Background: an optimization exercise with open tools, aiming at small area. Do not read the settings as production practice.
Function was checked by simulation only, so behaviour that the tests miss may differ from the original.
No activity file was given, so power comes from the tool's default toggle rates.

Design cluster_centroid_n, start of the top module:
module cluster_centroid_n #(
  parameter int IMG_WIDTH    = 640,
  parameter int IMG_HEIGHT   = 480,
  parameter int NUM_CLUSTERS = 3,
  parameter int COLOR_W      = 12,
  parameter int DIST_THRESH  = 64,
  parameter int MIN_COUNT    = 4,
  localparam int XW = $clog2(IMG_WIDTH),
  localparam int YW = $clog2(IMG_HEIGHT),
  localparam int IW = (NUM_CLUSTERS > 1) ? $clog2(NUM_CLUSTERS) : 1
) (
  input  logic                         clk,
  input  logic                         rst,
  input  logic signed [COLOR_W-1:0]    pixel_r,
  input  logic signed [COLOR_W-1:0]    pixel_g,
  input  logic signed [COLOR_W-1:0]    pixel_b,
  input  logic                         pixel_valid,
  input  logic [XW-1:0]                x,
  input  logic [YW-1:0]                y,
  input  logic                         ref_wr_en,
  input  logic [IW-1:0]                ref_wr_idx,
  input  logic signed [COLOR_W-1:0]    ref_wr_r,
  input  logic signed [COLOR_W-1:0]    ref_wr_g,
  input  logic signed [COLOR_W-1:0]    ref_wr_b,
  output logic [NUM_CLUSTERS*XW-1:0]   centroid_x,
  output logic [NUM_CLUSTERS*YW-1:0]   centroid_y,
  output logic [NUM_CLUSTERS-1:0]      found,
  output logic                         frame_done,
  output logic                         busy,
  output logic                         overrun
);
  localparam int CW    = $clog2(IMG_WIDTH * IMG_HEIGHT + 1);
  localparam int SUM_W = $clog2(IMG_WIDTH * IMG_WIDTH * IMG_HEIGHT);
  localparam int SW    = $clog2(2 * NUM_CLUSTERS + 1);
  localparam int BW    = $clog2(SUM_W);
  localparam int NDIV  = 2 * NUM_CLUSTERS;
  localparam int CH_W  = NDIV * SUM_W;            
  localparam logic [SW-1:0] LOAD_SEL = SW'(NDIV);
  localparam logic [BW-1:0] LAST_BIT = BW'(SUM_W - 1);
  function automatic logic [7:0] chan_dist(
    input logic [COLOR_W-1:0] a,
  ...
clock: 8.0 ns
lec_check: 0
cap_margin: 30
core_margin: 2
core_utilization: 70
cts_cluster_diameter: 90
cts_cluster_size: 26
gpl_timing_driven: 0
slew_margin: 30
standard.sh (not shown) runs the stock make flow with config.mk's settings and CLKGATE_MAP_FILE= SYNTH_SCRIPT=/design/flow/synth_recipe.tcl, a recipe that flattens the netlist after the stock synthesis.
==> flow/flow/run.sh <==
#!/bin/bash
# The standard synthesis; then two rewrites of the gate netlist that keep
# its function and its registers: each 2:1 multiplexer cell becomes the
# smaller AND-OR cell of the same function (muxopt.py), and each full adder is
# set in the polarity that needs the fewest inverters (polopt.py); then the standard flow's
# standard layout, with the smallest buffer on the ports and power recovery
# (downsizing gates off the critical paths) after global routing.
# Every tool writes its full output to a log file in this folder.
set -euo pipefail
export BUFFER_PORTS_ARGS="-buffer_cell sky130_fd_sc_hd__buf_1"
export RECOVER_POWER=100
R="$PWD/orfs/results/${FLOW_PLATFORM}/cluster_centroid_n/base"
bash standard.sh "$R/1_2_yosys.v" > flow_synth.log 2>&1
cp "$R/1_2_yosys.v" "$R/1_2_yosys.std.v"
python3 flow/muxopt.py "$R/1_2_yosys.std.v" "$R/1_2_yosys.mux.v" > flow_muxopt.log 2>&1
python3 flow/polopt.py "$R/1_2_yosys.mux.v" "$R/1_2_yosys.pol.v" > flow_polopt.log 2>&1
mv "$R/1_2_yosys.pol.v" "$R/1_2_yosys.v"
bash standard.sh > flow_make.log 2>&1
Other scripts of this flow, unchanged in this note and not shown: flow/flow/muxopt.py, flow/flow/polopt.py
The starting point completed with no timing, DRC or antenna violations.
Rerun with:
--- a/flow/config.mk
+++ b/flow/config.mk
@@ -8,7 +8,7 @@
 export CAP_MARGIN = 30
 export CORE_MARGIN = 2
-export CORE_UTILIZATION = 70
-export CTS_CLUSTER_DIAMETER = 90
-export CTS_CLUSTER_SIZE = 26
+export CORE_UTILIZATION = 75
+export CTS_CLUSTER_DIAMETER = 100
+export CTS_CLUSTER_SIZE = 24
 export GPL_TIMING_DRIVEN = 0
 export SLEW_MARGIN = 30
What happened: Total power rose slightly; design area barely changes; clock power hardly moves; wire length came out higher slightly; setup slack gets worse by 62 ps; die area goes down by a few percent.
Rerun with:
==> flow/config.mk (replaced) <==
export PLATFORM = sky130hd
export DESIGN_NAME = cluster_centroid_n
export DESIGN_NICKNAME = cluster_centroid_n
export VERILOG_FILES = /design/flow/design.v
export SDC_FILE = /design/flow/constraint.sdc
export NUM_CORES = 4
export LEC_CHECK = 0
export CAP_MARGIN = 40
export CORE_MARGIN = 2
export CORE_UTILIZATION = 70
export CTS_CLUSTER_DIAMETER = 90
export CTS_CLUSTER_SIZE = 26
export GPL_TIMING_DRIVEN = 0
export SLEW_MARGIN = 40
After rerunning: Count of clock-buffer cells in the layout does not change. Clock power barely changes. Power rose by 0.31%. Wire length fell by 2.0%. Final cell count rose by 0.64%. Design area hardly moves.
Rerun with:
--- a/flow/config.mk
+++ b/flow/config.mk
@@ -6,5 +6,5 @@
 export NUM_CORES = 4
 export LEC_CHECK = 0
-export CAP_MARGIN = 40
+export CAP_MARGIN = 30
 export CORE_MARGIN = 2
 export CORE_UTILIZATION = 70
@@ -12,3 +12,4 @@
 export CTS_CLUSTER_SIZE = 26
 export GPL_TIMING_DRIVEN = 0
-export SLEW_MARGIN = 40
+export PLACE_DENSITY = 0.8
+export SLEW_MARGIN = 30
=>
- final cell count stays flat
- sequential cell count is unchanged
- worst setup slack gets worse by 6.8 ps
- register-to-register slack gains 160 ps
- non-clock buffer count came out lower by 2
- final area hardly moves
- area after synthesis is unchanged
- via count came out higher by 0.51%
- wire length stays flat
- sequential share of layout area hardly moves


== P ==
cluster_centroid_n, a different RTL version from the one above (not shown whole).
For scale: roughly 160 I/O pins, ~0.031 mm² of cells after synthesis.
clock: 8.0 ns
lec_check: 0
cap_margin: 20
core_margin: 2
core_utilization: 60
cts_buf_list: sky130_fd_sc_hd__clkbuf_4
slew_margin: 20
run.sh (not shown) runs the stock make flow with config.mk's settings and CLKGATE_MAP_FILE= SYNTH_SCRIPT=/design/flow/synth_recipe.tcl, a recipe that flattens the netlist after the stock synthesis.
Stock flow here: none of the scripts above is used.
P ended with every stage complete and zero timing, DRC or antenna violations.
Setup changes, P to Q
Settings: a change of CORE_UTILIZATION from 60 to 40; a deleted CTS_BUF_LIST that had been sky130_fd_sc_hd__clkbuf_4.
Results
Q — global-route usage over all layers 7.9 points lower, P as reference
Relative to P, the final cell area reported for Q is higher.
Setup slack delta for Q relative to P: 0.050 ns lower
Fraction of layout instances using a drive strength above 1 came out lower on Q than on P.
For R, these inputs were changed with respect to Q:
Settings: swapping 40 for 60 in CORE_UTILIZATION; putting CTS_CLUSTER_SIZE at 30 where nothing was set; putting CTS_CLUSTER_DIAMETER at 100 where nothing was set; putting GPL_TIMING_DRIVEN at 0 where nothing was set.
## What came out
- On largest vdd supply drop: between Q and R, it ends up lower for Q.
- In R the maximum number of pins on one net before global-route repair turned out 83 lower than in Q.
- Setup WNS Q -> R: worse
- The buffer and inverter count on the worst path number comes out lower for R vs Q.
- Taking Q as the reference point, the number of global-route vias before repair of R falls by 257.
- Compared with Q, placement density in the core of R is higher.
- Looking at global-route wire length before repair across both flows, R is the weaker of the two, with Q ahead.
- Between Q and R, the difference in required time of the worst setup path is negligible.


== red ==
RTL: one of the versions met above, not the one the previous note started from.
Size in the first run: about 2700 cells after synthesis, about 160 I/O pins, ~29000 sq um of cells after synthesis.
==> flow/config.mk <==
export PLATFORM = sky130hd
export DESIGN_NAME = cluster_centroid_n
export DESIGN_NICKNAME = cluster_centroid_n
export VERILOG_FILES = /design/flow/design.v
export SDC_FILE = /design/flow/constraint.sdc
export NUM_CORES = 4
export LEC_CHECK = 0
export CAP_MARGIN = 30
export CORE_MARGIN = 2
export CORE_UTILIZATION = 70
export CTS_CLUSTER_DIAMETER = 90
export CTS_CLUSTER_SIZE = 26
export GPL_TIMING_DRIVEN = 0
export SLEW_MARGIN = 30
==> flow/constraint.sdc <==
create_clock -name core_clock -period 8.0 [get_ports {clk}]
set_input_delay 1.6000 -clock core_clock [delete_from_list [all_inputs] [get_ports {clk}]]
set_output_delay 1.6000 -clock core_clock [all_outputs]
set_load 0.01 [all_outputs]
standard.sh (not shown) runs the stock make flow with config.mk's settings and CLKGATE_MAP_FILE= SYNTH_SCRIPT=/design/flow/synth_recipe.tcl, a recipe that flattens the netlist after the stock synthesis.
==> flow/flow/run.sh <==
#!/bin/bash
# The standard synthesis; then each 2:1 multiplexer cell of the gate
# netlist becomes the smaller AND-OR cell of the same function (muxopt.py),
# keeping its function and its registers; then the standard layout, with
# the smallest buffer on the ports and power recovery (downsizing gates off
# the critical paths) after global routing.
# Every tool writes its full output to a log file in this folder.
set -euo pipefail
export BUFFER_PORTS_ARGS="-buffer_cell sky130_fd_sc_hd__buf_1"
export RECOVER_POWER=100
R="$PWD/orfs/results/${FLOW_PLATFORM}/cluster_centroid_n/base"
bash standard.sh "$R/1_2_yosys.v" > flow_synth.log 2>&1
cp "$R/1_2_yosys.v" "$R/1_2_yosys.std.v"
python3 flow/muxopt.py "$R/1_2_yosys.std.v" "$R/1_2_yosys.mux.v" > flow_muxopt.log 2>&1
mv "$R/1_2_yosys.mux.v" "$R/1_2_yosys.v"
bash standard.sh > flow_make.log 2>&1
Other scripts of this flow, unchanged in this note and not shown: flow/flow/muxopt.py
red ran to completion and came out clean on the timing, DRC and antenna checks.
Inputs modified between red and blue:
-- flow/flow/run.sh --
<<< red, line 10
export RECOVER_POWER=100
R="$PWD/orfs/results/${FLOW_PLATFORM}/cluster_centroid_n/base"
>>> blue, line 10
export RECOVER_POWER=100
export REMOVE_ABC_BUFFERS=1
R="$PWD/orfs/results/${FLOW_PLATFORM}/cluster_centroid_n/base"
Results
Detailed route, blue vs red: via total lower for blue. blue ends up with a post-detailed-routing wire length that is about 6% lower than in red. Although blue finished all stages, its layout failed final checks on capacitance limit, slew limit. Number of buffers and inverters on the critical path for blue is higher than for red. Diff red -> blue: layout net count went down 2.1%, via count of the first global-routing pass went down 428, core utilization went down 0.47 points, multi-input logic area held. blue: total stage count of the critical path higher than red. Largest net degree at the start of global routing ends up lower on red. blue vs red, end of the critical path: r_hit[0] vs r_hit[1]. blue reports a higher number of antenna violations at the first check in global routing than red does. As far as area of the die goes, blue and red are indistinguishable; the numbers are identical.

==> separate check: timing with driven ports <==
The flow's constraints put no driver on any port. The routed layouts listed below were extracted and timed again, unchanged, in two steps.
Step 1 assumes that a clkbuf_16 drives the clock port and a buf_2 every other input.
Step 2, shift: input delay + t, output delay - t, t = (earliest + latest rising clock arrival at the registers) / 2. This alone moves slack from input paths to output paths.
Slacks: no drivers / after step 1 / after step 2; pairs: no drivers / after step 1.
run	t, ns	slack for setup (ns)	hold WS [ns]	worst data-port slew with drivers (ns)
the first run of note 1	0.657	0.239 / 0.274 / -0.382	0.337 / 0.337 / 0.337	0.04
the second run of note 1	0.665	0.176 / 0.197 / -0.468	0.353 / 0.353 / 0.353	0.08
the third run of note 1	0.653	0.240 / 0.277 / -0.376	0.337 / 0.337 / 0.337	0.04
the fourth run of note 1	0.653	0.233 / 0.265 / -0.388	0.340 / 0.340 / 0.340	0.05
P	1.044	0.241 / 0.276 / -0.769	0.338 / 0.338 / 0.338	0.05
Q	0.671	0.191 / 0.225 / -0.446	0.336 / 0.336 / 0.336	0.10
R	0.661	0.077 / 0.112 / -0.549	0.350 / 0.350 / 0.350	0.07
red	0.678	0.116 / 0.153 / -0.525	0.350 / 0.350 / 0.350	0.04
blue	0.667	0.231 / 0.270 / -0.397	0.338 / 0.338 / 0.338	0.11
For P, which loses most, drivers alone change the setup slack by +0.035 ns; drivers and shift together by -1.010 ns.
